Source: an optimization exercise on an open RTL-to-GDS flow (aim: a short achievable clock period and few clock cycles per item). Production flows keep margins and buffers that such runs may drop. In this exercise RTL edits were held to simulation tests only and were not proved equivalent to the original. Power and IR drop assume default switching activity.

**config.mk**
```make
export PLATFORM = sky130hd
export DESIGN_NAME = fit_strategy_heap_allocator
export DESIGN_NICKNAME = fit_strategy_heap_allocator
export VERILOG_FILES = /design/flow/design.v
export SDC_FILE = /design/flow/constraint.sdc
export NUM_CORES = 4
export LEC_CHECK = 0
export CAP_MARGIN = 20
export CORE_MARGIN = 2
export CORE_UTILIZATION = 40
export PLACE_DENSITY = 0.6
export SLEW_MARGIN = 20
```
**constraint.sdc**
```tcl
create_clock -name core_clock -period 6.0 [get_ports {clk}]
set_input_delay 1.2000 -clock core_clock [delete_from_list [all_inputs] [get_ports {clk}]]
set_output_delay 1.2000 -clock core_clock [all_outputs]
set_load 0.01 [all_outputs]
```
**design.v**
```verilog
package fsha_pkg;
  localparam int HEAP_UNITS    = 4096;
  localparam int MAX_BLOCKS    = 64;
  localparam int HEADER_UNITS  = 2;
  localparam int GRANULE_ROUND = 15;
  localparam int ADDR_W  = $clog2(MAX_BLOCKS);
  localparam int CNT_W   = ADDR_W + 1;
  localparam int SIZE_W  = $clog2(HEAP_UNITS) + 1;
  localparam int ENT_W   = SIZE_W + 1;
  localparam int BADDR_W = SIZE_W + 5;
  localparam logic       CMD_ALLOC = 1'b0;
  localparam logic       CMD_FREE  = 1'b1;
  localparam logic [1:0] FIT_BEST  = 2'd0;
  localparam logic [1:0] FIT_NEXT  = 2'd1;
  localparam logic [1:0] FIT_FIRST = 2'd2;
  localparam logic [1:0] FIT_WORST = 2'd3;
  localparam logic [1:0] ST_DONE  = 2'd0;
  localparam logic [1:0] ST_NOFIT = 2'd1;
  localparam logic [1:0] ST_NULL  = 2'd2;
  localparam logic [1:0] ST_UNK   = 2'd3;
  typedef struct packed {
    logic        cmd;
    logic [15:0] req_bytes;
    logic [15:0] free_addr;
  } in_item_t;
  typedef struct packed {
    logic [15:0] data_addr;
    logic [1:0]  status;
  } out_item_t;
  typedef enum logic [3:0] {
    OP_NOP       = 4'd0,
    OP_START     = 4'd1,
    OP_SCAN      = 4'd2,
    OP_SEL       = 4'd3,
    OP_SHD_SET   = 4'd4,
    OP_SHIFT     = 4'd5,
    OP_WSPLIT    = 4'd6,
    OP_WPICK     = 4'd7,
    OP_WFREE     = 4'd8,
    OP_MSET      = 4'd9,
    OP_RES_NOFIT = 4'd10,
    OP_RES_UNK   = 4'd11,
    OP_PUSH      = 4'd12
  } dp_op_t;
  typedef struct packed {
    logic in_free;
    logic in_null;
    logic scan_done;
    logic found;
    logic split;
    logic hit;
    logic merge;
    logic sh_done;
    logic out_free;
  } dp_stat_t;
endpackage
module fsha_ram #(
  parameter int WIDTH = 8,
  parameter int DEPTH = 64
) (
  input  logic                     clk,
  input  logic                     we,
  input  logic [$clog2(DEPTH)-1:0] waddr,
  input  logic [WIDTH-1:0]         wdata,
  input  logic                     re,
  input  logic [$clog2(DEPTH)-1:0] raddr,
  output logic [WIDTH-1:0]         rdata
);
  logic [WIDTH-1:0] mem [DEPTH];
  always_ff @(posedge clk) begin
    if (we) begin
      mem[waddr] <= wdata;
    end
    if (re) begin
      rdata <= mem[raddr];
    end
  end
endmodule
module fsha_ctrl (
  input  logic              clk,
  input  logic              rst_n,
  input  logic              in_valid,
  output logic              in_ready,
  input  fsha_pkg::dp_stat_t st,
  output fsha_pkg::dp_op_t   op
);
  typedef enum logic [10:0] {
    S_IDLE   = 11'b000_0000_0001,
    S_ASCAN  = 11'b000_0000_0010,
    S_ASEL   = 11'b000_0000_0100,
    S_SHDSET = 11'b000_0000_1000,
    S_SHD    = 11'b000_0001_0000,
    S_WSPLIT = 11'b000_0010_0000,
    S_WPICK  = 11'b000_0100_0000,
    S_FSCAN  = 11'b000_1000_0000,
    S_FDEC   = 11'b001_0000_0000,
    S_SHU    = 11'b010_0000_0000,
    S_RESP   = 11'b100_0000_0000
  } state_t;
  state_t state_r, state_nxt;
  always_ff @(posedge clk) begin
    if (!rst_n) begin
      state_r <= S_IDLE;
    end else begin
      state_r <= state_nxt;
    end
  end
  always_comb begin
    state_nxt = state_r;
    op        = fsha_pkg::OP_NOP;
    in_ready  = 1'b0;
    unique case (state_r)
      S_IDLE: begin
        in_ready = 1'b1;
        if (in_valid) begin
          op = fsha_pkg::OP_START;
          if (!st.in_free) begin
            state_nxt = S_ASCAN;
          end else if (st.in_null) begin
            state_nxt = S_RESP;
          end else begin
            state_nxt = S_FSCAN;
          end
        end
      end
      S_ASCAN: begin
        op = fsha_pkg::OP_SCAN;
        if (st.scan_done) state_nxt = S_ASEL;
      end
      S_ASEL: begin
        if (!st.found) begin
          op        = fsha_pkg::OP_RES_NOFIT;
          state_nxt = S_RESP;
        end else begin
          op        = fsha_pkg::OP_SEL;
          state_nxt = st.split ? S_SHDSET : S_WPICK;
        end
      end
      S_SHDSET: begin
        op        = fsha_pkg::OP_SHD_SET;
        state_nxt = S_SHD;
      end
      S_SHD: begin
        op = fsha_pkg::OP_SHIFT;
        if (st.sh_done) state_nxt = S_WSPLIT;
      end
      S_WSPLIT: begin
        op        = fsha_pkg::OP_WSPLIT;
        state_nxt = S_WPICK;
      end
      S_WPICK: begin
        op        = fsha_pkg::OP_WPICK;
        state_nxt = S_RESP;
      end
      S_FSCAN: begin
        op = fsha_pkg::OP_SCAN;
        if (st.scan_done) state_nxt = S_FDEC;
      end
      S_FDEC: begin
        if (!st.hit) begin
          op        = fsha_pkg::OP_RES_UNK;
          state_nxt = S_RESP;
        end else if (st.merge) begin
          op        = fsha_pkg::OP_MSET;
          state_nxt = S_SHU;
        end else begin
          op        = fsha_pkg::OP_WFREE;
          state_nxt = S_RESP;
        end
      end
      S_SHU: begin
        op = fsha_pkg::OP_SHIFT;
        if (st.sh_done) state_nxt = S_RESP;
      end
      S_RESP: begin
        if (st.out_free) begin
          op        = fsha_pkg::OP_PUSH;
          state_nxt = S_IDLE;
        end
      end
      default: state_nxt = S_IDLE;
    endcase
  end
endmodule
module fsha_dp (
  input  logic                 clk,
  input  logic                 rst_n,
  input  fsha_pkg::in_item_t   in_item,
  input  logic                 cfg_we,
  input  logic [1:0]           cfg_wdata,
  input  fsha_pkg::dp_op_t     op,
  output fsha_pkg::dp_stat_t   st,
  output logic                 out_valid,
  input  logic                 out_ready,
  output fsha_pkg::out_item_t  out_item
);
  localparam int AW = fsha_pkg::ADDR_W;
  localparam int CW = fsha_pkg::CNT_W;
  localparam int SW = fsha_pkg::SIZE_W;
  localparam int EW = fsha_pkg::ENT_W;
  localparam int BW = fsha_pkg::BADDR_W;
  localparam logic [SW-1:0] HDR = SW'(fsha_pkg::HEADER_UNITS);
  localparam logic [EW-1:0] ENT_RST =
    {1'b1, SW'(fsha_pkg::HEAP_UNITS - fsha_pkg::HEADER_UNITS)};
  logic [1:0]    strat_r;
  logic [CW-1:0] count_r;
  logic [AW-1:0] rover_r;
  logic          wrote0_r;
  logic          cmd_r;
  logic [SW-1:0] need_r;
  logic [15:0]   fa_r;
  logic [CW-1:0] idx_r;
  logic          rd_vld_r, rd_sh_r, rd_dflt_r;
  logic [AW-1:0] rd_idx_r;
  logic [SW-1:0] pre_r;
  logic          mfound_r, hfound_r;
  logic [AW-1:0] mpick_r, hpick_r, pick_r;
  logic [SW-1:0] msz_r, hsz_r, psz_r, moff_r, hoff_r, poff_r;
  logic          split_r;
  logic [BW-1:0] baddr_r;
  logic          hit_r, rok_r;
  logic [AW-1:0] hk_r;
  logic [EW-1:0] cur_r, prv_r, prev_r, nxt_r;
  logic          sh_go_r, sh_dn_r;
  logic [CW-1:0] lim_r;
  logic [1:0]    shr_r;
  logic          out_valid_r;
  fsha_pkg::out_item_t out_item_r, res_r;
  logic          re, we;
  logic [AW-1:0] waddr;
  logic [EW-1:0] wdata, ram_q, ent;
  logic [SW-1:0] e_sz;
  logic          e_fr, fits;
  logic [CW-1:0] nf_start;
  logic          sel_hi;
  logic [AW-1:0] sel_pick;
  logic [SW-1:0] sel_sz, sel_off;
  logic          left, right;
  logic [SW-1:0] new_sz;
  logic [CW-1:0] pick_inc;
  fsha_ram #(.WIDTH(EW), .DEPTH(fsha_pkg::MAX_BLOCKS)) u_ram (
    .clk  (clk),
    .we   (we),
    .waddr(waddr),
    .wdata(wdata),
    .re   (re),
    .raddr(idx_r[AW-1:0]),
    .rdata(ram_q)
  );
  assign ent  = rd_dflt_r ? ENT_RST : ram_q;
  assign e_sz = ent[SW-1:0];
  assign e_fr = ent[EW-1];
  assign fits = e_fr && (e_sz >= need_r);
  assign nf_start = ({1'b0, rover_r} < count_r) ? {1'b0, rover_r} : '0;
  assign sel_hi   = (strat_r == fsha_pkg::FIT_NEXT) && hfound_r;
  assign sel_pick = sel_hi ? hpick_r : mpick_r;
  assign sel_sz   = sel_hi ? hsz_r : msz_r;
  assign sel_off  = sel_hi ? hoff_r : moff_r;
  assign left   = prv_r[EW-1];
  assign right  = rok_r && nxt_r[EW-1];
  assign new_sz = cur_r[SW-1:0] + (left ? prv_r[SW-1:0] + HDR : '0)
                + (right ? nxt_r[SW-1:0] + HDR : '0);
  assign pick_inc = {1'b0, pick_r} + CW'(1);
  assign re = ((op == fsha_pkg::OP_SCAN) && (idx_r < count_r))
           || ((op == fsha_pkg::OP_SHIFT) && sh_go_r);
  always_comb begin
    we    = 1'b0;
    waddr = pick_r;
    wdata = ent;
    if (rd_vld_r && rd_sh_r) begin
      we    = 1'b1;
      waddr = sh_dn_r ? rd_idx_r + AW'(1) : rd_idx_r - AW'(shr_r);
    end else begin
      case (op)
        fsha_pkg::OP_WSPLIT: begin
          we    = 1'b1;
          waddr = pick_inc[AW-1:0];
          wdata = {1'b1, psz_r - need_r - HDR};
        end
        fsha_pkg::OP_WPICK: begin
          we    = 1'b1;
          wdata = {1'b0, split_r ? need_r : psz_r};
        end
        fsha_pkg::OP_WFREE: begin
          we    = 1'b1;
          waddr = hk_r;
          wdata = {1'b1, cur_r[SW-1:0]};
        end
        fsha_pkg::OP_MSET: begin
          we    = 1'b1;
          waddr = hk_r - AW'(left);
          wdata = {1'b1, new_sz};
        end
        default: we = 1'b0;
      endcase
    end
  end
  always_comb begin
    st.in_free   = (in_item.cmd == fsha_pkg::CMD_FREE);
    st.in_null   = (in_item.free_addr == 16'd0);
    st.scan_done = (idx_r == count_r) && !rd_vld_r;
    st.found     = mfound_r;
    st.split     = ({1'b0, sel_sz} > {1'b0, need_r} + {1'b0, HDR})
                && (count_r < CW'(fsha_pkg::MAX_BLOCKS));
    st.hit       = hit_r;
    st.merge     = ((strat_r == fsha_pkg::FIT_BEST) || (strat_r == fsha_pkg::FIT_FIRST))
                && (left || right);
    st.sh_done   = !sh_go_r && !rd_vld_r;
    st.out_free  = !out_valid_r || out_ready;
  end
  always_ff @(posedge clk) begin
    if (!rst_n) begin
      strat_r     <= fsha_pkg::FIT_BEST;
      count_r     <= CW'(1);
      rover_r     <= '0;
      wrote0_r    <= 1'b0;
      rd_vld_r    <= 1'b0;
      sh_go_r     <= 1'b0;
      out_valid_r <= 1'b0;
    end else begin
      if (cfg_we) strat_r <= cfg_wdata;
      if (we && (waddr == '0)) wrote0_r <= 1'b1;
      rd_vld_r <= re;
      if (op == fsha_pkg::OP_PUSH) begin
        out_valid_r <= 1'b1;
      end else if (out_ready) begin
        out_valid_r <= 1'b0;
      end
      case (op)
        fsha_pkg::OP_SHD_SET: sh_go_r <= count_r > pick_inc;
        fsha_pkg::OP_MSET: begin
          sh_go_r <= ({1'b0, hk_r} + CW'(1) + CW'(right)) < count_r;
          count_r <= count_r - CW'(left) - CW'(right);
        end
        fsha_pkg::OP_SHIFT: if (sh_go_r && (idx_r == lim_r)) sh_go_r <= 1'b0;
        fsha_pkg::OP_WSPLIT: count_r <= count_r + CW'(1);
        fsha_pkg::OP_WPICK: begin
          if (strat_r == fsha_pkg::FIT_NEXT) begin
            rover_r <= (pick_inc >= count_r) ? '0 : pick_inc[AW-1:0];
          end
        end
        default: ;
      endcase
    end
  end
  always_ff @(posedge clk) begin
    if (re) begin
      rd_idx_r  <= idx_r[AW-1:0];
      rd_sh_r   <= (op == fsha_pkg::OP_SHIFT);
      rd_dflt_r <= (idx_r == '0) && !wrote0_r;
    end
    if (op == fsha_pkg::OP_PUSH) out_item_r <= res_r;
    case (op)
      fsha_pkg::OP_START: begin
        cmd_r    <= in_item.cmd;
        need_r   <= SW'((17'(in_item.req_bytes) + 17'(fsha_pkg::GRANULE_ROUND)) >> 4);
        fa_r     <= in_item.free_addr;
        idx_r    <= '0;
        pre_r    <= '0;
        mfound_r <= 1'b0;
        hfound_r <= 1'b0;
        baddr_r  <= BW'(fsha_pkg::HEADER_UNITS * 16);
        hit_r    <= 1'b0;
        rok_r    <= 1'b0;
        prev_r   <= '0;
        res_r.data_addr <= 16'd0;
        res_r.status    <= ((in_item.cmd == fsha_pkg::CMD_FREE) && (in_item.free_addr == 16'd0))
                           ? fsha_pkg::ST_NULL : fsha_pkg::ST_DONE;
      end
      fsha_pkg::OP_SCAN: if (re) idx_r <= idx_r + CW'(1);
      fsha_pkg::OP_SEL: begin
        pick_r  <= sel_pick;
        psz_r   <= sel_sz;
        poff_r  <= sel_off;
        split_r <= st.split;
      end
      fsha_pkg::OP_SHD_SET: begin
        idx_r   <= count_r - CW'(1);
        lim_r   <= pick_inc;
        sh_dn_r <= 1'b1;
      end
      fsha_pkg::OP_MSET: begin
        idx_r   <= {1'b0, hk_r} + CW'(1) + CW'(right);
        lim_r   <= count_r - CW'(1);
        sh_dn_r <= 1'b0;
        shr_r   <= 2'(left) + 2'(right);
      end
      fsha_pkg::OP_SHIFT: begin
        if (sh_go_r && (idx_r != lim_r)) idx_r <= sh_dn_r ? idx_r - CW'(1) : idx_r + CW'(1);
      end
      fsha_pkg::OP_WPICK: begin
        res_r.data_addr <= 16'((17'(poff_r) + 17'(HDR)) << 4);
      end
      fsha_pkg::OP_RES_NOFIT: res_r.status <= fsha_pkg::ST_NOFIT;
      fsha_pkg::OP_RES_UNK:   res_r.status <= fsha_pkg::ST_UNK;
      default: ;
    endcase
    if (rd_vld_r && !rd_sh_r) begin
      if (cmd_r == fsha_pkg::CMD_ALLOC) begin
        pre_r <= pre_r + HDR + e_sz;
        if (fits && (!mfound_r
            || ((strat_r == fsha_pkg::FIT_BEST) && (e_sz < msz_r))
            || ((strat_r == fsha_pkg::FIT_WORST) && (e_sz > msz_r)))) begin
          mfound_r <= 1'b1;
          mpick_r  <= rd_idx_r;
          msz_r    <= e_sz;
          moff_r   <= pre_r;
        end
        if (fits && !hfound_r && ({1'b0, rd_idx_r} >= nf_start)) begin
          hfound_r <= 1'b1;
          hpick_r  <= rd_idx_r;
          hsz_r    <= e_sz;
          hoff_r   <= pre_r;
        end
      end else begin
        baddr_r <= baddr_r + (BW'(e_sz + HDR) << 4);
        prev_r  <= ent;
        if (!hit_r && (baddr_r == BW'(fa_r))) begin
          hit_r <= 1'b1;
          hk_r  <= rd_idx_r;
          cur_r <= ent;
          prv_r <= prev_r;
        end
        if (hit_r && (rd_idx_r == hk_r + AW'(1))) begin
          rok_r <= 1'b1;
          nxt_r <= ent;
        end
      end
    end
  end
  assign out_valid = out_valid_r;
  assign out_item  = out_item_r;
endmodule
module fit_strategy_heap_allocator (
  input  logic        clk,
  input  logic        rst_n,
  input  logic        in_valid,
  output logic        in_ready,
  input  logic        in_cmd,
  input  logic [15:0] in_req_bytes,
  input  logic [15:0] in_free_addr,
  output logic        out_valid,
  input  logic        out_ready,
  output logic [15:0] out_data_addr,
  output logic [1:0]  out_status,
  input  logic        cfg_we,
  input  logic [1:0]  cfg_wdata
);
  fsha_pkg::in_item_t  in_item;
  fsha_pkg::out_item_t out_item;
  fsha_pkg::dp_op_t    op;
  fsha_pkg::dp_stat_t  st;
  assign in_item.cmd       = in_cmd;
  assign in_item.req_bytes = in_req_bytes;
  assign in_item.free_addr = in_free_addr;
  assign out_data_addr     = out_item.data_addr;
  assign out_status        = out_item.status;
  fsha_ctrl u_ctrl (
    .clk     (clk),
    .rst_n   (rst_n),
    .in_valid(in_valid),
    .in_ready(in_ready),
    .st      (st),
    .op      (op)
  );
  fsha_dp u_dp (
    .clk      (clk),
    .rst_n    (rst_n),
    .in_item  (in_item),
    .cfg_we   (cfg_we),
    .cfg_wdata(cfg_wdata),
    .op       (op),
    .st       (st),
    .out_valid(out_valid),
    .out_ready(out_ready),
    .out_item (out_item)
  );
endmodule
```
**run.sh**
```bash
#!/bin/bash
# synth_recipe.tcl (not shown) runs the flow's synth.tcl, then flattens the netlist and writes it again
# the make line also repeats each setting of config.mk as NAME=value (left out here)
make -C /OpenROAD-flow-scripts/flow DESIGN_CONFIG=/design/flow/config.mk WORK_HOME=/design/flow/orfs CLKGATE_MAP_FILE= SYNTH_SCRIPT=/design/flow/synth_recipe.tcl finish
```
==> results.sh <==
export IMPL_cts_htree_levels=4
export IMPL_dp_hpwl_mm=85.6
export IMPL_io_pins=60
export IMPL_cts_repair_timing_setup_buffer_count=0
export IMPL_finalWirelength_mm=131
export IMPL_syn_avg_cell_area_um2=16.8
export IMPL_number_of_endpoints_failing_setup_at_the_final_stage=0
export IMPL_grt_start_max_net_pins=151
export IMPL_synth_warning_count=3
export IMPL_route_vias_total=28600
export IMPL_post_route_clock_skew_ns=0.0367
export IMPL_cts_root_buf="sky130_fd_sc_hd__clkbuf_16"
export IMPL_synthMostInstantiatedCell="sky130_fd_sc_hd__edfxtp_1"
export IMPL_fillCellCount=11100
export IMPL_routabilityCongestion=0.864
export IMPL_first_pass_grt_wire_length_mm=194
export IMPL_worst_setup_path_type="reg -> reg"
export IMPL_fmax_mhz=200
export IMPL_worst_r2r_startpoint="u_dp.rok_r"
export IMPL_worst_ep_arrival_time_ns=5.54
export IMPL_synth_cell_types=72
export IMPL_synth_top_cell_area_share=0.644
export IMPL_run_status="complete, no violations"
export IMPL_timing_final_max_slew_violations=0
export IMPL_setup_worst_path_end="u_dp.u_ram.mem[51][12]"
export IMPL_layout_area_overhead_vs_synth_pct=14.8
export IMPL_post_route_period_util=0.831
export IMPL_internal_power_mw=16.3
export IMPL_detail_route_drc_violations=0
export IMPL_synth_largest_area_cell="sky130_fd_sc_hd__edfxtp_1"
export IMPL_cts_buffer_depth=3
export IMPL_pwr_share_clk=0.349
export IMPL_cts_buffers_inserted=130
export IMPL_seq_power_share=0.427
export IMPL_cts_resized_gates=0
export IMPL_r2r_cells=16
export IMPL_avgViaCountPerCell=5.49
export IMPL_vias_in_the_first_global_route=28500
export IMPL_placement_io_buffers=55
export IMPL_asyncSetResetFlopFracSynth=0
export IMPL_clk_pin_slew_worst_paths_ns=0.06
export IMPL_clk_insertion_delay_late_ns=0.78
export IMPL_cp_startpoint="u_dp.rok_r"
export IMPL_initial_drt_pass_iterations=8
export IMPL_cp_data_required_time_ns=6.55
export IMPL_vdd_ir_drop_max_mv=0.244
export IMPL_power_density_of_the_placed_cells_nw_per_um2=373
export IMPL_die_height_um=368
export IMPL_setup_reg_to_reg_worst_slack_ns=1.01
export IMPL_fin_worst_hold_slack_ns=0.417
export IMPL_cts_sinks=1212
export IMPL_crit_reg2reg_capture="u_dp.u_ram.mem[51][12]"
export IMPL_syn_instance_count=3154
export IMPL_start_kind="flop"
export IMPL_power_switching_share=0.283
export IMPL_detail_route_antenna_nets=0
export IMPL_gr_total_overflow=0
export IMPL_comb_power_share=0.225
export IMPL_fin_nets=3576
export IMPL_cellLeakagePower_nw=20.4
export IMPL_layout_drive_gt1_share=0.199
export IMPL_tritoncts="yes"
export IMPL_synth_cell_area_um2=53100
export IMPL_p_sw_mw=6.44
export IMPL_rsz0062_at_grt="no"
export IMPL_synth_commonest_cells="sky130_fd_sc_hd__edfxtp_1 (1138), sky130_fd_sc_hd__mux4_2 (294), sky130_fd_sc_hd__nor2_1 (187)"
export IMPL_synth_top_cells_by_area="sky130_fd_sc_hd__edfxtp_1 (64%), sky130_fd_sc_hd__mux4_2 (12%), sky130_fd_sc_hd__ha_1 (3.9%)"
export IMPL_track_usage=0.194
export IMPL_hold_buffer_count_at_cts=0
export IMPL_routedWlPerCell_um=25.2
export IMPL_timing_max_slew_rel_slack=0.256
export IMPL_placementRows=133
export IMPL_antenna_violations_before_repair=2
export IMPL_synthFlopType="sky130_fd_sc_hd__edfxtp_1"
export IMPL_design_core_area_um2=132000
export IMPL_die_width_um=368
export IMPL_drtIter0Drc=2892
export IMPL_timing_worst_slew_pin_value_ns=1.11
export IMPL_max_cap_violations=0
export IMPL_fin_setup_tns_ns=0
export IMPL_fp_dieArea_um2=136000
export IMPL_final_util=0.463
export IMPL_post_route_min_period_ns=4.99
export IMPL_tightest_hold_check_type="reg -> reg"
export IMPL_synth_ff_latch_count=1212
export IMPL_synth_edff_count=1138
export IMPL_post_synthesis_sequential_area_ratio=0.672
export IMPL_initial_core_util=0.403
export IMPL_critPathCaptureType="flop"
export IMPL_worstPathMaxFanout=29
export IMPL_hold_viol=0
[cell usage in the layout (no fill, tap or decap), drive strengths merged, types with 10 or more instances in the layout]
cell type	n
ha	165
xnor2	101
xor2	62
a31oi	18
and3	21
nor4	19
clkbuf	164
buf	136
a21oi	66
clkdlybuf4s50	55
nor2b	26
nand2b	26
a21o	22
inv	184
o22ai	21
o21ai	88
edfxtp	1138
dfxtp	74
mux4	294
nand3	111
nor3	37
fa	18
o211ai	10
nand2	114
nand4	23
clkinv	50
a21boi	19
mux2i	24
nor2	187
o21a	21
mux2	31
[power by group through the flow]
stage               Combinational (mW)  Sequential [mW]  Clock [mW]
finish                            5.11             9.70        7.93
global route                      5.42             9.71        8.44
detailed placement                5.18             9.87           0
CTS                               5.20             9.70        8.10
floorplan                         3.44             9.74           0
global placement                  5.16             9.87           0
[per-stage QoR]
step                std cells  instance area (µm²)  power [mW]  setup slack [ns]
floorplan                3157                53100        13.2             0.402
global placement         4975                56600        15.0              1.07
detailed placement       4975                56600        15.1              1.02
CTS                      5209                60900        23.0              1.06
global route             5210                60900        23.6             0.706
finish                   5212                60900        22.7              1.01
[per-layer routing]
metal  part of all wire  track usage
met1               0.43        0.266
met5                  0            0
met2               0.49        0.320
met3              0.057       0.0341
met4              0.021       0.0519
[sequential cells by signal, summed over array words and instances (netlist names), 14 cells and up]
| register | flops |
|---|---|
| u_dp.baddr_r | 18 |
| u_dp.fa_r | 16 |
| u_dp.nxt_r | 14 |
| u_dp.out_item_r | 14 |
| u_dp.prev_r | 14 |
| u_dp.prv_r | 14 |
| u_dp.res_r | 14 |
| u_dp.u_ram.mem | 896 |
| u_dp.u_ram.rdata | 14 |
[final cells by class]
cell class,instances,area [µm²],share of cell area
Sequential cell,1212,35700,0.585
Inverter,176,661,0.0108
Antenna cell,2,5.00,0.0000822
Clock buffer,164,3530,0.0579
Tap cell,1755,2200,0.0361
Clock inverter,70,707,0.0116
Multi-Input combinational cell,1642,16500,0.270
Timing Repair Buffer,191,1690,0.0278
[cell families (layout without fill, tap and decap cells)]
kind of cell | count (synthesis) | count (layout) | share of synthesized area
fa+ha+maj | 183 | 183 | 0.0457
simple gates | 616 | 616 | 0.0575
compound gates | 326 | 326 | 0.0396
buf+inv | 303 | 601 | 0.0219
flops | 1212 | 1212 | 0.672
xor+xnor | 164 | 164 | 0.0273
other cells | 1 | 6 | 0.0000707
mux | 349 | 349 | 0.136
[critical path, cell delays in order, from the launching register on]
cell and delay (ns):
sky130_fd_sc_hd__dfxtp_1 0.34, sky130_fd_sc_hd__nand2_1 0.13, sky130_fd_sc_hd__inv_1 0.42, sky130_fd_sc_hd__nand2_1 0.15, sky130_fd_sc_hd__fa_1 0.61, sky130_fd_sc_hd__inv_1 0.06, sky130_fd_sc_hd__ha_1 0.31, sky130_fd_sc_hd__a211oi_1 0.31
sky130_fd_sc_hd__o21ai_0 0.20, sky130_fd_sc_hd__nand2_1 0.10, sky130_fd_sc_hd__o21ai_0 0.14, sky130_fd_sc_hd__o41ai_1 0.40, sky130_fd_sc_hd__xor2_1 0.23, sky130_fd_sc_hd__o21a_1 0.13, sky130_fd_sc_hd__o21ai_0 0.13, sky130_fd_sc_hd__a31oi_4 0.64
sky130_fd_sc_hd__buf_4 0.42
[worst min path at each step]
| stage | startpoint | endpoint | cells past startpoint |
|---|---|---|---|
| after floorplan | u_dp.res_r[0] | u_dp.out_item_r[0] | 0 |
| after global placement | u_dp.res_r[9] | u_dp.out_item_r[9] | 0 |
| after detailed placement | u_dp.res_r[9] | u_dp.out_item_r[9] | 0 |
| after CTS | u_dp.res_r[7] | u_dp.out_item_r[7] | 0 |
| after global routing | u_dp.res_r[9] | u_dp.out_item_r[9] | 0 |
| final | u_dp.res_r[7] | u_dp.out_item_r[7] | 0 |
Testbench counts, summed over its fixed seeds: cycles 940,612, items 16,000.

==> afterwards: timing with drivers on the ports <==
The results above use ideal ports. As a check the final layout listed here was re-extracted and re-timed, cells and wires unchanged.
Step 1 (the two cells are an assumption about what drives the block):
set clk [get_ports {clk}]
set_driving_cell -lib_cell sky130_fd_sc_hd__clkbuf_16 $clk
set_driving_cell -lib_cell sky130_fd_sc_hd__buf_2 [delete_from_list [all_inputs] $clk]
Step 2 moves the port delays by t, midway between the first and last clock arrival at a register: inputs arrive t later, outputs are due t later. That takes back most of the time a late clock gives input paths.
Three values: no drivers, after step 1, after step 2; two values: the first two.
t (ns): 0.833
setup slack, ns: 1.011 / 1.011 / 0.867
worst setup path after step 2: input to register
worst register clock-pin slew, ns: 0.07 / 0.07
cell pins on the clock port's net: 1
After both steps setup and hold are still met in this run. For this run, drivers alone change the setup slack by 0.000 ns; drivers and shift together by -0.144 ns.
